Background: an optimization exercise with open tools, aiming at small area, a short achievable clock period and few clock cycles per item. Do not read the settings as production practice. The RTL was checked by simulation tests, not by an equivalence proof against the original design. Power figures rest on the tool's default switching activity, not on a simulated workload.

Design mmacc_main, start of the top module:
module mmacc_main (
  input  wire logic        clk,
  input  wire logic        s_rst_n,
  input  wire logic        ld_en_i,
  input  wire logic [4:0]  ld_add_i,
  input  wire logic [15:0] ld_data_i,
  input  wire logic        cmd_avail_i,
  input  wire logic [1:0]  cmd_slot_i,
  input  wire logic [2:0]  cmd_rot_i,
  input  wire logic        res_avail_i,
  input  wire logic [15:0] res_i,
  output logic             cmd_enquiry_o,
  output logic             feed_vld_o,
  output logic [15:0]      feed_data_o,
  output logic             feed_sop_o,
  output logic             feed_eop_o,
  output logic             sxt_vld_o,
  output logic [15:0]      sxt_data_o,
  output logic             sxt_last_o,
  output logic [1:0]       sxt_slot_o,
  output logic             done_o,
  output logic [1:0]       done_slot_o,
  output logic [3:0]       error_o
);
clock: 5.0 ns
lec_check: 0
cap_margin: 20
core_margin: 2
core_utilization: 40
setup_slack_margin: 2.0
slew_margin: 20
run.sh (not shown) runs the stock make flow with config.mk's settings and CLKGATE_MAP_FILE= SYNTH_SCRIPT=/design/flow/synth_recipe.tcl, a recipe that flattens the netlist after the stock synthesis.
Testbench counts at the start, summed over its fixed seeds: cycles 2,958, items 256.
==> next run, changes <==
Settings changed: SETUP_SLACK_MARGIN 2.0 to 2.8.
The changed run completed without violations.
Register-to-register slack is worse by 30 ps.
Clock-buffer cell count falls by 2.
Design area grows by 12%.
Combinational power is higher by 29%.
Global-route usage came out higher by 3.1 points.
Critical path depth is lower by 5.
Maximum frequency went down by 0.93%.
Routed wire length rose by 18%.
Total power climbs by 13%.
Setup slack degrades by 30 ps.
Synthesized area is unchanged.

Setup of run 1:
mmacc_main, a different RTL version from the one above (not shown whole).
For scale: roughly 2200 cells after synthesis, roughly 94 I/O pins.
// mmacc_main
module mmacc_main (
  input  wire logic        clk,
  input  wire logic        s_rst_n,
  input  wire logic        ld_en_i,
  input  wire logic [4:0]  ld_add_i,
  input  wire logic [15:0] ld_data_i,
  input  wire logic        cmd_avail_i,
  input  wire logic [1:0]  cmd_slot_i,
  input  wire logic [2:0]  cmd_rot_i,
  input  wire logic        res_avail_i,
  input  wire logic [15:0] res_i,
  output logic             cmd_enquiry_o,
  output logic             feed_vld_o,
  output logic [15:0]      feed_data_o,
  output logic             feed_sop_o,
  output logic             feed_eop_o,
  output logic             sxt_vld_o,
  output logic [15:0]      sxt_data_o,
  output logic             sxt_last_o,
  output logic [1:0]       sxt_slot_o,
  output logic             done_o,
  output logic [1:0]       done_slot_o,
  output logic [3:0]       error_o
);
make LEC_CHECK=0 CAP_MARGIN=20 CORE_MARGIN=2 CORE_UTILIZATION=40 CTS_CLUSTER_DIAMETER=100 CTS_CLUSTER_SIZE=28 SETUP_SLACK_MARGIN=2.5 SLEW_MARGIN=20 TNS_END_PERCENT=20 finish   # period 5.0 ns
Testbench counts of run 1, summed over its fixed seeds: cycles 2,958, items 256.
[inputs] run 2 vs run 1
Settings: clearing TNS_END_PERCENT, which used to be 20; swapping 40 for 60 in CORE_UTILIZATION; clearing CTS_CLUSTER_SIZE, which used to be 28; clearing CTS_CLUSTER_DIAMETER, which used to be 100.
==> comparison <==
Measured against each other, run 1 and run 2 differ in overall fraction of global-route tracks in use, the higher figure coming from run 2. Combinational power in run 2 is about 1% higher than in run 1. The fraction of power consumed by the clock network number comes out higher for run 2 vs run 1. The cell at the slowest stage of the critical path comes out sky130_fd_sc_hd__clkdlybuf4s50_1 in one run and sky130_fd_sc_hd__edfxtp_1 in the other, namely in run 1 and run 2 respectively. Run 1 ended up with flop to output pin as its path type of the worst setup path; run 2 ended up with flop to flop. Final cell area: run 2 above run 1.
What run 3 does differently from run 2 at the input level:
Settings: CORE_UTILIZATION: 60 -> 40; CTS_CLUSTER_DIAMETER: unset -> 100; CTS_CLUSTER_SIZE: unset -> 28; TNS_END_PERCENT: unset -> 50.
Results
In run 3, the met2 layer wire length in the routed design came out 4.0% above the value in run 2.
NOTE final weighted congestion of routability-driven global placement run 2->run 3 decreased by a few percent
Status: part of the cycle the worst path needs parity (run 2, run 3)
The H-tree level count in run 3 was lower than what run 2 gave.
On global-route wire length before repair, run 2 and run 3 are basically level.
Run 3 vs run 2 — cell-internal power dropped by more than 10%
Count of clock-buffer cells in the layout for run 3 is lower than for run 2.
Changes in run 4 relative to run 3:
Settings: CTS_CLUSTER_SIZE removed (was 28); TNS_END_PERCENT removed (was 50); CTS_CLUSTER_DIAMETER removed (was 100).
Findings:
In terms of total half-perimeter wirelength after legalization and detailed placement, run 4 and run 3 differ only marginally.
When run 4 is measured against run 3, its share of cell area taken by flip-flops and latches turns out 1.9 points lower.
Diff run 3 -> run 4: global-route usage climbed 0.80 points, non-clock buffer count went down by 3.5%, worst-case setup margin in the final layout went up 67 ps, fraction of layout instances using a drive strength above 1 up 1.2 points.
### run 4 -> run 5
Settings: changing SETUP_SLACK_MARGIN from 2.5 to 2.3.
Notes after the runs:
Run 4 vs run 5, category of the most critical setup path: primary input to flop vs flop to flop. Going from run 4 to run 5, largest voltage drop on the vdd net grew by a few percent. For run 4 and run 5, there was not a single run that failed to finish clean. Run 5 vs run 4: wire length down slightly. Measured against each other, run 4 and run 5 differ in wire length on met1, the lower figure coming from run 5. Compared with run 4, in run 5 antenna cell count fell 2, maximum number of pins on one net before global-route repair shows an increase of 5. Looking at launch point of the critical path, the res_i[1] result is from run 4; the fq[0] one comes from run 5.
Input changes introduced in run 6 (baseline for comparison: run 5):
Settings: CTS_CLUSTER_DIAMETER: unset -> 100; CTS_CLUSTER_SIZE: unset -> 28; SETUP_SLACK_MARGIN: 2.3 -> 2.5.
Results
- Run 6 does better than run 5 on register-to-register slack.
- On run 6: setup clock skew after layout is 8.5 ps lower than what run 5 gave.
- Reported for run 5 and run 6, total of buffers placed on input and output ports turned out identical to the last digit.
- Compared with run 5, run 6 shows a wire length of the first global-routing pass that is about 1% lower.
- As far as share of final-layout standard cells stronger than drive strength 1 is concerned, run 5 and run 6 perform about the same.
- Worst slew slack as a fraction of its limit on run 6 is ahead of run 5.
- Compared with run 5, run 6 shows count of buffers not belonging to the clock network in the layout higher by 29.
- Summary — met1 wire length, run 6 relative to run 5: higher, by 1100 um.
- Cmp run 5 and run 6 / total power draw / higher: run 5
- Compared with run 5, run 6 shows a lower part of the power in the clock network.
- Between run 6 and run 5, it is run 6 whose final period demand of the worst path is lower, by 160 ps.

Starting RTL as in the previous note.
// mmacc_main
module mmacc_main (
  input  wire logic        clk,
  input  wire logic        s_rst_n,
  input  wire logic        ld_en_i,
  input  wire logic [4:0]  ld_add_i,
  input  wire logic [15:0] ld_data_i,
  input  wire logic        cmd_avail_i,
  input  wire logic [1:0]  cmd_slot_i,
  input  wire logic [2:0]  cmd_rot_i,
  input  wire logic        res_avail_i,
  input  wire logic [15:0] res_i,
  output logic             cmd_enquiry_o,
  output logic             feed_vld_o,
  output logic [15:0]      feed_data_o,
  output logic             feed_sop_o,
  output logic             feed_eop_o,
  output logic             sxt_vld_o,
  output logic [15:0]      sxt_data_o,
  output logic             sxt_last_o,
  output logic [1:0]       sxt_slot_o,
  output logic             done_o,
  output logic [1:0]       done_slot_o,
  output logic [3:0]       error_o
);
==> flow/config.mk <==
export PLATFORM = sky130hd
export DESIGN_NAME = mmacc_main
export DESIGN_NICKNAME = mmacc_main
export VERILOG_FILES = /design/flow/design.v
export SDC_FILE = /design/flow/constraint.sdc
export NUM_CORES = 4
export LEC_CHECK = 0
export CAP_MARGIN = 20
export CORE_MARGIN = 2
export CORE_UTILIZATION = 40
export CTS_CLUSTER_DIAMETER = 100
export CTS_CLUSTER_SIZE = 28
export PLACE_DENSITY = 0.7
export SETUP_SLACK_MARGIN = 2.5
export SLEW_MARGIN = 20
==> flow/constraint.sdc <==
create_clock -name core_clock -period 5.0 [get_ports {clk}]
set_input_delay 1.0000 -clock core_clock [delete_from_list [all_inputs] [get_ports {clk}]]
set_output_delay 1.0000 -clock core_clock [all_outputs]
set_load 0.01 [all_outputs]
The baseline produced a clean layout.
Testbench counts at the start, summed over its fixed seeds: cycles 2,958, items 256.
==> next run, changes <==
- PLACE_DENSITY: 0.7 -> default
- SETUP_SLACK_MARGIN: 2.5 -> 2.6
What happened: Routed wire length is higher by about 1.9%; clock skew is lower by 0.010 ns; hold slack loses 0.0089 ns; power is higher by 0.62%; area after synthesis stays the same; die area stays the same; via count is lower by about 1%; worst setup slack gains 0.053 ns; design area is higher by 1.4%.
==> next run, changes <==
- CTS_CLUSTER_DIAMETER: 100 -> 80
- CTS_CLUSTER_SIZE: 28 -> 24
- SETUP_SLACK_MARGIN: 2.6 -> 2.5
Result: The changed run ran to the end with no violations; clock skew goes up by 0.013 ns; core utilization goes down by 0.78 points; wire length is about the same; maximum frequency stays flat; total power goes up by about 3.6%; final area goes down by 1.6%; worst setup slack barely changes.
==> next run, changes <==
- CTS_CLUSTER_DIAMETER: 80 -> default
- CTS_CLUSTER_SIZE: 24 -> default
- SETUP_SLACK_MARGIN: 2.5 -> 2.8
=> Wire length increases by 4.6%. Register-to-register slack is worse by 0.05 ns. Worst setup slack is worse by 0.031 ns. Sequential power hardly moves. Fmax decreases by 1.2%. Critical path depth decreases by 3. Final area increases by 8.4%.

mmacc_main again, from the RTL that the note above started with.
make LEC_CHECK=0 CAP_MARGIN=20 CORE_MARGIN=2 CORE_UTILIZATION=40 CTS_CLUSTER_DIAMETER=100 CTS_CLUSTER_SIZE=30 SETUP_SLACK_MARGIN=2.5 SLEW_MARGIN=20 finish   # period 5.0 ns
The starting point produced a clean layout.
Testbench counts at the start, summed over its fixed seeds: cycles 2,958, items 256.
Then changed:
- CTS_CLUSTER_DIAMETER: 100 -> 80
Combinational power went up by about 4%.
Fmax went down by 5.0%.
Total power went up by 4.1%.
Clock-buffer cell count went down by 4.
Via count went up by 0.72%.
Design area went up by 2.1%.
Routed wire length went up by 0.53%.
Die area stays the same.
Clock power went up by 15%.
Setup slack got worse by 0.13 ns.
Hold slack is about the same.

-- static timing again, ports no longer ideal --
No port has a modelled driver above. Below, the same layouts with a new extraction and two added sets of constraints.
Step 1 (the two cells are an assumption about what drives the block):
set clk [get_ports {clk}]
set_driving_cell -lib_cell sky130_fd_sc_hd__clkbuf_16 $clk
set_driving_cell -lib_cell sky130_fd_sc_hd__buf_2 [delete_from_list [all_inputs] $clk]
Step 2 also shifts input and output timing later by t, the mid clock arrival at the registers, as if the neighbouring blocks saw the same clock.
a / b / c = ideal / step 1 / step 2; a / b = the first two.
| run | t (ns) | slack for setup (ns) | worst setup path at the end | worst slew at a driven data input, ns |
|---|---|---|---|---|
| the first run of note 1 | 0.683 | 1.805 / 1.805 / 1.309 | input to register | 0.07 |
| the second run of note 1 | 0.696 | 1.775 / 1.775 / 1.339 | input to register | 0.13 |
| run 1 | 0.702 | 2.304 / 2.241 / 1.646 | input to register | 0.04 |
| run 2 | 0.674 | 2.414 / 2.414 / 1.786 | input to register | 0.06 |
| run 3 | 0.694 | 2.418 / 2.370 / 1.776 | input to register | 0.05 |
| run 4 | 0.667 | 2.485 / 2.470 / 1.849 | input to register | 0.05 |
| run 5 | 0.683 | 2.321 / 2.296 / 1.718 | input to register | 0.06 |
| run 6 | 0.688 | 2.484 / 2.460 / 1.839 | input to register | 0.05 |
| the first run of note 3 | 0.714 | 2.397 / 2.397 / 1.781 | input to register | 0.07 |
| the second run of note 3 | 0.694 | 2.449 / 2.449 / 1.803 | input to register | 0.04 |
| the third run of note 3 | 0.656 | 2.451 / 2.468 / 1.833 | input to register | 0.05 |
| the fourth run of note 3 | 0.676 | 2.421 / 2.421 / 1.879 | input to register | 0.07 |
| the first run of note 4 | 0.704 | 2.490 / 2.445 / 1.818 | input to register | 0.05 |
| the second run of note 4 | 0.665 | 2.357 / 2.389 / 1.725 | input to register | 0.05 |
After both steps setup and hold are still met in every run listed. For the first run of note 4, which loses most, drivers alone change the setup slack by -0.045 ns; drivers and shift together by -0.672 ns.
